Source: an optimization exercise on an open RTL-to-GDS flow (aim: small area, a short achievable clock period and few clock cycles per item). Production flows keep margins and buffers that such runs may drop. RTL that was checked went through simulation tests only; none was proved equivalent to the original.

Setup of the baseline:
==> flow/design.v <==
package cwcc_pkg;
  localparam int WINDOW_SIZE = 120;
  localparam int POS_W       = 12;
  localparam int SYM_W       = 3;
  localparam int T_W         = 23;
  localparam int CHUNK       = 6;
  localparam int N_CHUNK     = (T_W + CHUNK - 1) / CHUNK;
  localparam int FLUSH       = N_CHUNK - 1;
  localparam int SUM_BITS    = T_W + 2;
endpackage
module cwcc_term (
  input  logic       clk,
  input  logic [7:0] pixel,
  input  logic       add,
  input  logic       keep,
  input  logic       shift,
  output logic [cwcc_pkg::T_W-1:0] t
);
  localparam int TW = cwcc_pkg::T_W;
  localparam int CH = cwcc_pkg::CHUNK;
  logic [8:0]    v;
  logic [TW-1:0] a, b, s;
  logic [TW:0]   c;
  logic [cwcc_pkg::N_CHUNK-1:0] carry_r;
  always_comb begin
    v = {pixel ^ 8'h7F, 1'b1};
    for (int i = 0; i < TW; i++) begin
      a[i] = t[i] & keep;
      b[i] = (add & v[(i < 8) ? i : 8]) | (shift & t[(i < TW - 1) ? i + 1 : TW - 1]);
    end
    c[0] = 1'b0;
    for (int i = 0; i < TW; i++) begin
      logic ci;
      if (i % CH == 0 && i != 0) ci = carry_r[i / CH - 1] & keep;
      else ci = c[i];
      s[i]   = a[i] ^ b[i] ^ ci;
      c[i+1] = (a[i] & b[i]) | (ci & (a[i] ^ b[i]));
    end
  end
  always_ff @(posedge clk) begin
    t <= s;
    for (int j = 0; j < cwcc_pkg::N_CHUNK - 1; j++) carry_r[j] <= c[(j + 1) * CH];
  end
endmodule
module cwcc_classify (
  input  logic [2:0] neg,        
  input  logic [2:0] nonzero,    
  input  logic       sum_neg,
  input  logic       sum_nonzero,
  input  logic       octal_mode,
  output logic [cwcc_pkg::SYM_W-1:0] symbol
);
  logic [2:0] pos;
  logic [7:0] ok;
  logic [cwcc_pkg::SYM_W-1:0] oct_sym;
  always_comb begin
    pos = nonzero & ~neg;
    ok[0] = (neg & ~3'b000) == '0 && (pos & 3'b000) == '0;
    ok[1] = (neg & ~3'b111) == '0 && (pos & 3'b111) == '0;
    ok[2] = (neg & ~3'b001) == '0 && (pos & 3'b001) == '0;
    ok[3] = (neg & ~3'b100) == '0 && (pos & 3'b100) == '0;
    ok[4] = (neg & ~3'b010) == '0 && (pos & 3'b010) == '0;
    ok[5] = (neg & ~3'b101) == '0 && (pos & 3'b101) == '0;
    ok[6] = (neg & ~3'b011) == '0 && (pos & 3'b011) == '0;
    ok[7] = (neg & ~3'b110) == '0 && (pos & 3'b110) == '0;
    oct_sym = 3'd7;
    for (int i = 6; i >= 0; i--) begin
      if (ok[i]) oct_sym = 3'(i);
    end
    if (octal_mode) symbol = oct_sym;
    else            symbol = {2'b00, !sum_neg && sum_nonzero};
  end
endmodule
module center_window_color_classifier (
  input  logic             clk,
  input  logic             rst_n,
  input  logic             cfg_valid,
  output logic             cfg_ready,
  input  logic [1:0]       cfg_index,
  input  logic [cwcc_pkg::POS_W-1:0] cfg_data,
  input  logic             in_valid,
  output logic             in_ready,
  input  logic [7:0]       in_pixel_blue,
  input  logic [7:0]       in_pixel_green,
  input  logic [7:0]       in_pixel_red,
  input  logic             in_frame_start,
  output logic             out_valid,
  input  logic             out_ready,
  output logic [cwcc_pkg::SYM_W-1:0] out_symbol
);
  localparam int PW        = cwcc_pkg::POS_W;
  localparam int FLUSH_END = cwcc_pkg::FLUSH;                      
  localparam int SHIFT_END = cwcc_pkg::FLUSH + cwcc_pkg::SUM_BITS;  
  localparam int CNT_W     = $clog2(SHIFT_END + 3);
  function automatic logic lt(input logic [PW:0] a, input logic [PW:0] b);
    logic br;
    br = 1'b0;
    for (int i = 0; i <= PW; i++) br = (~a[i] & b[i]) | (~a[i] & br) | (b[i] & br);
    lt = br;
  endfunction
  typedef struct packed {
    logic in_win;    
    logic at_end;    
  } axis_t;
  function automatic axis_t axis(input logic [PW-1:0] q, input logic [PW-1:0] ext_reg);
    logic [PW-1:0] e, half;
    logic [PW:0]   lo, hi;
    logic          lt_e;
    e    = {ext_reg[PW-1:1], ext_reg[0] | (ext_reg == '0)};
    half = {1'b0, ext_reg[PW-1:1]};
    lo   = {1'b0, half} - (PW+1)'(59);
    hi   = {1'b0, half} + (PW+1)'(61);
    lt_e = lt({1'b0, q}, {1'b0, e});
    axis = {(half <= PW'(60) || !lt({1'b0, q}, lo)) && lt({1'b0, q}, hi) && (lt_e || q == e),
            !lt_e};
  endfunction
  function automatic axis_t axis_0(input logic [PW-1:0] ext);
    axis_0 = {ext <= PW'(121), ext <= PW'(1)};
  endfunction
  logic [PW-1:0] frame_width_r, frame_height_r;
  logic          octal_mode_r, mode_f;
  logic [PW-1:0] column_r, row_r;    
  logic          in_ready_r;
  logic          out_valid_r;
  logic [cwcc_pkg::SYM_W-1:0] out_symbol_r, symbol;
  logic [7:0]    pix_blue_r, pix_green_r, pix_red_r;
  logic          add_r, keep_r, shift_r;
  logic          busy_r;
  logic [CNT_W-1:0] count_r;
  logic [1:0]    sum_carry_r;
  logic          sum_bit_r, sum_nz_r;
  logic [2:0]    term_nz_r;
  axis_t         fx, fy, x0, y0;
  logic [PW-1:0] column_inc, row_inc;
  logic          ix, le, iy, ye;
  logic          accept, in_win, frame_end, go, finishing;
  logic [cwcc_pkg::T_W-1:0] t_blue, t_green, t_red;
  logic [2:0]    lsb;
  logic [2:0]    sum_now;
  assign cfg_ready = 1'b1;
  always_comb begin
    fx = axis(column_r, frame_width_r);
    fy = axis(row_r, frame_height_r);
    x0 = axis_0(frame_width_r);
    y0 = axis_0(frame_height_r);
    column_inc = column_r + PW'(1);
    row_inc    = row_r + PW'(1);
    accept = in_valid && in_ready_r;
    if (in_frame_start) begin
      {ix, le} = x0;
      {iy, ye} = y0;
    end else begin
      {ix, le} = fx;
      {iy, ye} = fy;
    end
    in_win     = ix && iy;
    frame_end  = le && ye;
    go         = busy_r && count_r == CNT_W'(FLUSH_END) && (!out_valid_r || out_ready);
    finishing  = busy_r && count_r == CNT_W'(SHIFT_END + 1);
    lsb     = {t_blue[0], t_green[0], t_red[0]};
    sum_now = 3'(lsb[2]) + 3'(lsb[1]) + 3'(lsb[0]) + 3'(sum_carry_r);
  end
  cwcc_term u_term_blue  (.clk(clk), .pixel(pix_blue_r),  .add(add_r), .keep(keep_r),
                          .shift(shift_r), .t(t_blue));
  cwcc_term u_term_green (.clk(clk), .pixel(pix_green_r), .add(add_r), .keep(keep_r),
                          .shift(shift_r), .t(t_green));
  cwcc_term u_term_red   (.clk(clk), .pixel(pix_red_r),   .add(add_r), .keep(keep_r),
                          .shift(shift_r), .t(t_red));
  cwcc_classify u_classify (
    .neg         ({t_blue[cwcc_pkg::T_W-1], t_green[cwcc_pkg::T_W-1], t_red[cwcc_pkg::T_W-1]}),
    .nonzero     (term_nz_r),
    .sum_neg     (sum_bit_r),
    .sum_nonzero (sum_nz_r),
    .octal_mode  (mode_f),
    .symbol      (symbol)
  );
  always_ff @(posedge clk) begin
    if (!rst_n) begin
      frame_width_r  <= PW'(1280);
      frame_height_r <= PW'(720);
      octal_mode_r   <= 1'b0;
      column_r       <= PW'(1);
      row_r          <= PW'(1);
      in_ready_r     <= 1'b0;
      out_valid_r    <= 1'b0;
      add_r          <= 1'b0;
      keep_r         <= 1'b0;
      shift_r        <= 1'b0;
      busy_r         <= 1'b0;
    end else begin
      if (cfg_valid) begin
        case (cfg_index)
          2'd0: frame_width_r  <= cfg_data;
          2'd1: frame_height_r <= cfg_data;
          2'd2: octal_mode_r   <= cfg_data[0];
          default: ;
        endcase
      end
      add_r <= accept && in_win;
      keep_r  <= !(accept && in_frame_start) && !go &&
                 !(busy_r && count_r > CNT_W'(FLUSH_END) && count_r <= CNT_W'(SHIFT_END));
      shift_r <= go || (busy_r && count_r > CNT_W'(FLUSH_END) && count_r < CNT_W'(SHIFT_END));
      if (accept) begin
        if (le) column_r <= PW'(1);
        else column_r <= in_frame_start ? PW'(2) : column_inc;
        if (frame_end) row_r <= PW'(1);
        else if (le) row_r <= in_frame_start ? PW'(2) : row_inc;
        else if (in_frame_start) row_r <= PW'(1);
      end
      if (accept && frame_end) busy_r <= 1'b1;
      else if (finishing)      busy_r <= 1'b0;
      in_ready_r <= !(accept && frame_end) &&
                    (!busy_r || finishing);
      if (finishing) begin
        out_valid_r <= 1'b1;
      end else if (out_ready) begin
        out_valid_r <= 1'b0;
      end
    end
  end
  always_ff @(posedge clk) begin
    pix_blue_r  <= in_pixel_blue;
    pix_green_r <= in_pixel_green;
    pix_red_r   <= in_pixel_red;
    if (accept && frame_end) mode_f <= octal_mode_r;
    if (!busy_r) count_r <= '0;
    else if (count_r != CNT_W'(FLUSH_END) || go) count_r <= count_r + CNT_W'(1);
    if (!busy_r) begin
      sum_carry_r <= '0;
      sum_bit_r   <= 1'b0;
      sum_nz_r    <= 1'b0;
      term_nz_r   <= '0;
    end else if (shift_r) begin
      sum_carry_r <= sum_now[2:1];
      sum_bit_r   <= sum_now[0];
      sum_nz_r    <= sum_nz_r || sum_now[0];
      term_nz_r   <= term_nz_r | lsb;
    end
    if (finishing) out_symbol_r <= symbol;
  end
  assign in_ready   = in_ready_r;
  assign out_valid  = out_valid_r;
  assign out_symbol = out_symbol_r;
endmodule
==> flow/config.mk <==
export PLATFORM = sky130hd
export DESIGN_NAME = center_window_color_classifier
export DESIGN_NICKNAME = center_window_color_classifier
export VERILOG_FILES = /design/flow/design.v
export SDC_FILE = /design/flow/constraint.sdc
export NUM_CORES = 4
export LEC_CHECK = 0
export CAP_MARGIN = 20
export CORE_MARGIN = 2
export CORE_UTILIZATION = 40
export SLEW_MARGIN = 20
==> flow/constraint.sdc <==
create_clock -name core_clock -period 10.0 [get_ports {clk}]
set_input_delay 2.0000 -clock core_clock [delete_from_list [all_inputs] [get_ports {clk}]]
set_output_delay 2.0000 -clock core_clock [all_outputs]
set_load 0.01 [all_outputs]
standard.sh (not shown) runs the stock make flow with config.mk's settings and CLKGATE_MAP_FILE= SYNTH_SCRIPT=/design/flow/synth_recipe.tcl, a recipe that flattens the netlist after the stock synthesis.
==> flow/flow/run.sh <==
#!/bin/bash
# The standard layout (standard.sh), with these settings changed:
#  - the timing repair steps aim for setup slack beyond the clock period
#    (SETUP_SLACK_MARGIN), so the achieved period drops below the set one,
#    and repair only the worst few percent of endpoints (TNS_END_PERCENT),
#    which leaves the rest at their smaller sizes;
#  - the ports get plain buf_1 buffers (sized up by repair where needed);
#  - the clock tree is built from clkbuf_4 and clkbuf_8;
#  - a denser core (CORE_UTILIZATION, PLACE_DENSITY) for shorter wires.
# The clock period, SDC, synthesis, power grid and tap cells are the
# standard ones. make's full output goes to standard_flow.log; each step's
# own log is under orfs/logs/.
set -euo pipefail
bash standard.sh SETUP_SLACK_MARGIN=7.3 TNS_END_PERCENT=5 \
  'BUFFER_PORTS_ARGS=-buffer_cell sky130_fd_sc_hd__buf_1' \
  'CTS_BUF_LIST=sky130_fd_sc_hd__clkbuf_4 sky130_fd_sc_hd__clkbuf_8' \
  CORE_UTILIZATION=60 PLACE_DENSITY=0.75 \
  finish > standard_flow.log 2>&1
Testbench counts of the baseline, summed over its fixed seeds: cycles 2,738,428, pixels 2,736,476.
The following lists how the candidate was set up differently from the baseline:
-- flow/design.v --
<<< the baseline, line 4
  localparam int SYM_W       = 3;
  localparam int T_W         = 23;
  localparam int CHUNK       = 6;
  localparam int N_CHUNK     = (T_W + CHUNK - 1) / CHUNK;
  localparam int FLUSH       = N_CHUNK - 1;
>>> the candidate, line 4
  localparam int SYM_W       = 3;
  localparam int T_W         = 23;
  localparam int CHUNK       = 5;
  localparam int N_CHUNK     = (T_W + CHUNK - 1) / CHUNK;
  localparam int FLUSH       = N_CHUNK - 1;
<<< the baseline, line 92
  localparam int FLUSH_END = cwcc_pkg::FLUSH;                      
  localparam int SHIFT_END = cwcc_pkg::FLUSH + cwcc_pkg::SUM_BITS;  
  localparam int CNT_W     = $clog2(SHIFT_END + 3);
  function automatic logic lt(input logic [PW:0] a, input logic [PW:0] b);
    logic br;
>>> the candidate, line 92
  localparam int FLUSH_END = cwcc_pkg::FLUSH;                      
  localparam int SHIFT_END = cwcc_pkg::FLUSH + cwcc_pkg::SUM_BITS;  
  localparam int SEQ_W     = $clog2(SHIFT_END + 3);
  localparam logic [SEQ_W-1:0] AT_FLUSH_END = SEQ_W'(FLUSH_END + 1);
  localparam logic [SEQ_W-1:0] AT_SHIFT_END = SEQ_W'(SHIFT_END + 1);
  localparam logic [SEQ_W-1:0] AT_FINISH    = SEQ_W'(SHIFT_END + 2);
  function automatic logic lt(input logic [PW:0] a, input logic [PW:0] b);
    logic br;
<<< the baseline, line 104
  } axis_t;
  function automatic axis_t axis(input logic [PW-1:0] q, input logic [PW-1:0] ext_reg);
    logic [PW-1:0] e, half;
    logic [PW:0]   lo, hi;
    logic          lt_e;
    e    = {ext_reg[PW-1:1], ext_reg[0] | (ext_reg == '0)};
    half = {1'b0, ext_reg[PW-1:1]};
    lo   = {1'b0, half} - (PW+1)'(59);
    hi   = {1'b0, half} + (PW+1)'(61);
    lt_e = lt({1'b0, q}, {1'b0, e});
    axis = {(half <= PW'(60) || !lt({1'b0, q}, lo)) && lt({1'b0, q}, hi) && (lt_e || q == e),
            !lt_e};
  endfunction
>>> the candidate, line 107
  } axis_t;
  function automatic axis_t axis(input logic [PW-1:0] q, input logic [PW-1:0] ext_reg);
    logic [PW-1:0] half;
    logic [PW:0]   lo, hi;
    logic          lt_e, eq_e;
    half = {1'b0, ext_reg[PW-1:1]};
    lo   = {1'b0, half} - (PW+1)'(59);
    hi   = {1'b0, half} + (PW+1)'(61);
    lt_e = lt({1'b0, q}, {1'b0, ext_reg});
    eq_e = (q == ext_reg) || (ext_reg == '0 && q == PW'(1));
    axis = {(half <= PW'(60) || !lt({1'b0, q}, lo)) && lt({1'b0, q}, hi) && (lt_e || eq_e),
            !lt_e};
  endfunction
<<< the baseline, line 127
  logic          add_r, keep_r, shift_r;
  logic          busy_r;
  logic [CNT_W-1:0] count_r;
  logic [1:0]    sum_carry_r;
  logic          sum_bit_r, sum_nz_r;
>>> the candidate, line 130
  logic          add_r, keep_r, shift_r;
  logic          busy_r;
  logic [SEQ_W-1:0] seq;
  logic [1:0]    sum_carry_r;
  logic          sum_bit_r, sum_nz_r;
<<< the baseline, line 156
    in_win     = ix && iy;
    frame_end  = le && ye;
    go         = busy_r && count_r == CNT_W'(FLUSH_END) && (!out_valid_r || out_ready);
    finishing  = busy_r && count_r == CNT_W'(SHIFT_END + 1);
    lsb     = {t_blue[0], t_green[0], t_red[0]};
    sum_now = 3'(lsb[2]) + 3'(lsb[1]) + 3'(lsb[0]) + 3'(sum_carry_r);
>>> the candidate, line 159
    in_win     = ix && iy;
    frame_end  = le && ye;
    seq        = column_r[SEQ_W-1:0];
    go         = busy_r && seq == AT_FLUSH_END && (!out_valid_r || out_ready);
    finishing  = busy_r && seq == AT_FINISH;
    lsb     = {t_blue[0], t_green[0], t_red[0]};
    sum_now = 3'(lsb[2]) + 3'(lsb[1]) + 3'(lsb[0]) + 3'(sum_carry_r);
<<< the baseline, line 199
      add_r <= accept && in_win;
      keep_r  <= !(accept && in_frame_start) && !go &&
                 !(busy_r && count_r > CNT_W'(FLUSH_END) && count_r <= CNT_W'(SHIFT_END));
      shift_r <= go || (busy_r && count_r > CNT_W'(FLUSH_END) && count_r < CNT_W'(SHIFT_END));
      if (accept) begin
        if (le) column_r <= PW'(1);
>>> the candidate, line 203
      add_r <= accept && in_win;
      keep_r  <= !(accept && in_frame_start) && !go &&
                 !(busy_r && seq > AT_FLUSH_END && seq <= AT_SHIFT_END);
      shift_r <= go || (busy_r && seq > AT_FLUSH_END && seq < AT_SHIFT_END);
      if (accept) begin
        if (le) column_r <= PW'(1);
<<< the baseline, line 207
        else if (le) row_r <= in_frame_start ? PW'(2) : row_inc;
        else if (in_frame_start) row_r <= PW'(1);
      end
      if (accept && frame_end) busy_r <= 1'b1;
>>> the candidate, line 211
        else if (le) row_r <= in_frame_start ? PW'(2) : row_inc;
        else if (in_frame_start) row_r <= PW'(1);
      end else if (busy_r) begin
        if (finishing) column_r <= PW'(1);
        else if (seq != AT_FLUSH_END || go) column_r <= column_inc;
      end
      if (accept && frame_end) busy_r <= 1'b1;
<<< the baseline, line 224
    pix_red_r   <= in_pixel_red;
    if (accept && frame_end) mode_f <= octal_mode_r;
    if (!busy_r) count_r <= '0;
    else if (count_r != CNT_W'(FLUSH_END) || go) count_r <= count_r + CNT_W'(1);
    if (!busy_r) begin
      sum_carry_r <= '0;
>>> the candidate, line 231
    pix_red_r   <= in_pixel_red;
    if (accept && frame_end) mode_f <= octal_mode_r;
    if (!busy_r) begin
      sum_carry_r <= '0;
[summary]
Worst-case clock skew: the candidate < the baseline
Delta (the candidate minus the baseline): critical path depth in cells down 7; signal arrival time at the worst endpoint decreased by 2.39 ns relative to the old numbers; number of clock buffer instances in the layout comparable; number of non-clock buffers in the layout lost 26.
Later-pin clock latency in the skew report: the baseline vs the candidate — no meaningful difference
Looking only at final standard cell area without fillers, and setting everything else aside, the higher value of the candidate and the baseline goes to the baseline.
Wire length in the candidate is about 8% below the baseline.
The candidate reports its cell with the largest stage delay on the worst path as edfxtp_1 while the baseline reports nor4_2.
For the candidate, only the layout was checked, not whether the RTL still works.

==> static timing again, ports no longer ideal <==
No port has a modelled driver above. Below, the same layouts with a new extraction and two added sets of constraints.
Step 1 assumes that a clkbuf_16 drives the clock port and a buf_2 every other input.
Step 2 times the ports against the registers' clock, not the clock port: input delays grow and output delays shrink by t, the midpoint of the rising clock arrivals with the driver on.
Slacks: ideal / step 1 / step 2; pairs: ideal / step 1.
run	shift t [ns]	setup WS [ns]	latest minus earliest clock arrival (ns)	cell pins on the clock port's net
the baseline	0.501	6.944 / 6.951 / 6.450	0.020 / 0.020	1
the candidate	0.514	6.939 / 6.898 / 6.519	0.019 / 0.020	1
After both steps setup and hold are still met in every run listed. For the baseline, which loses most, drivers alone change the setup slack by +0.007 ns; drivers and shift together by -0.494 ns.
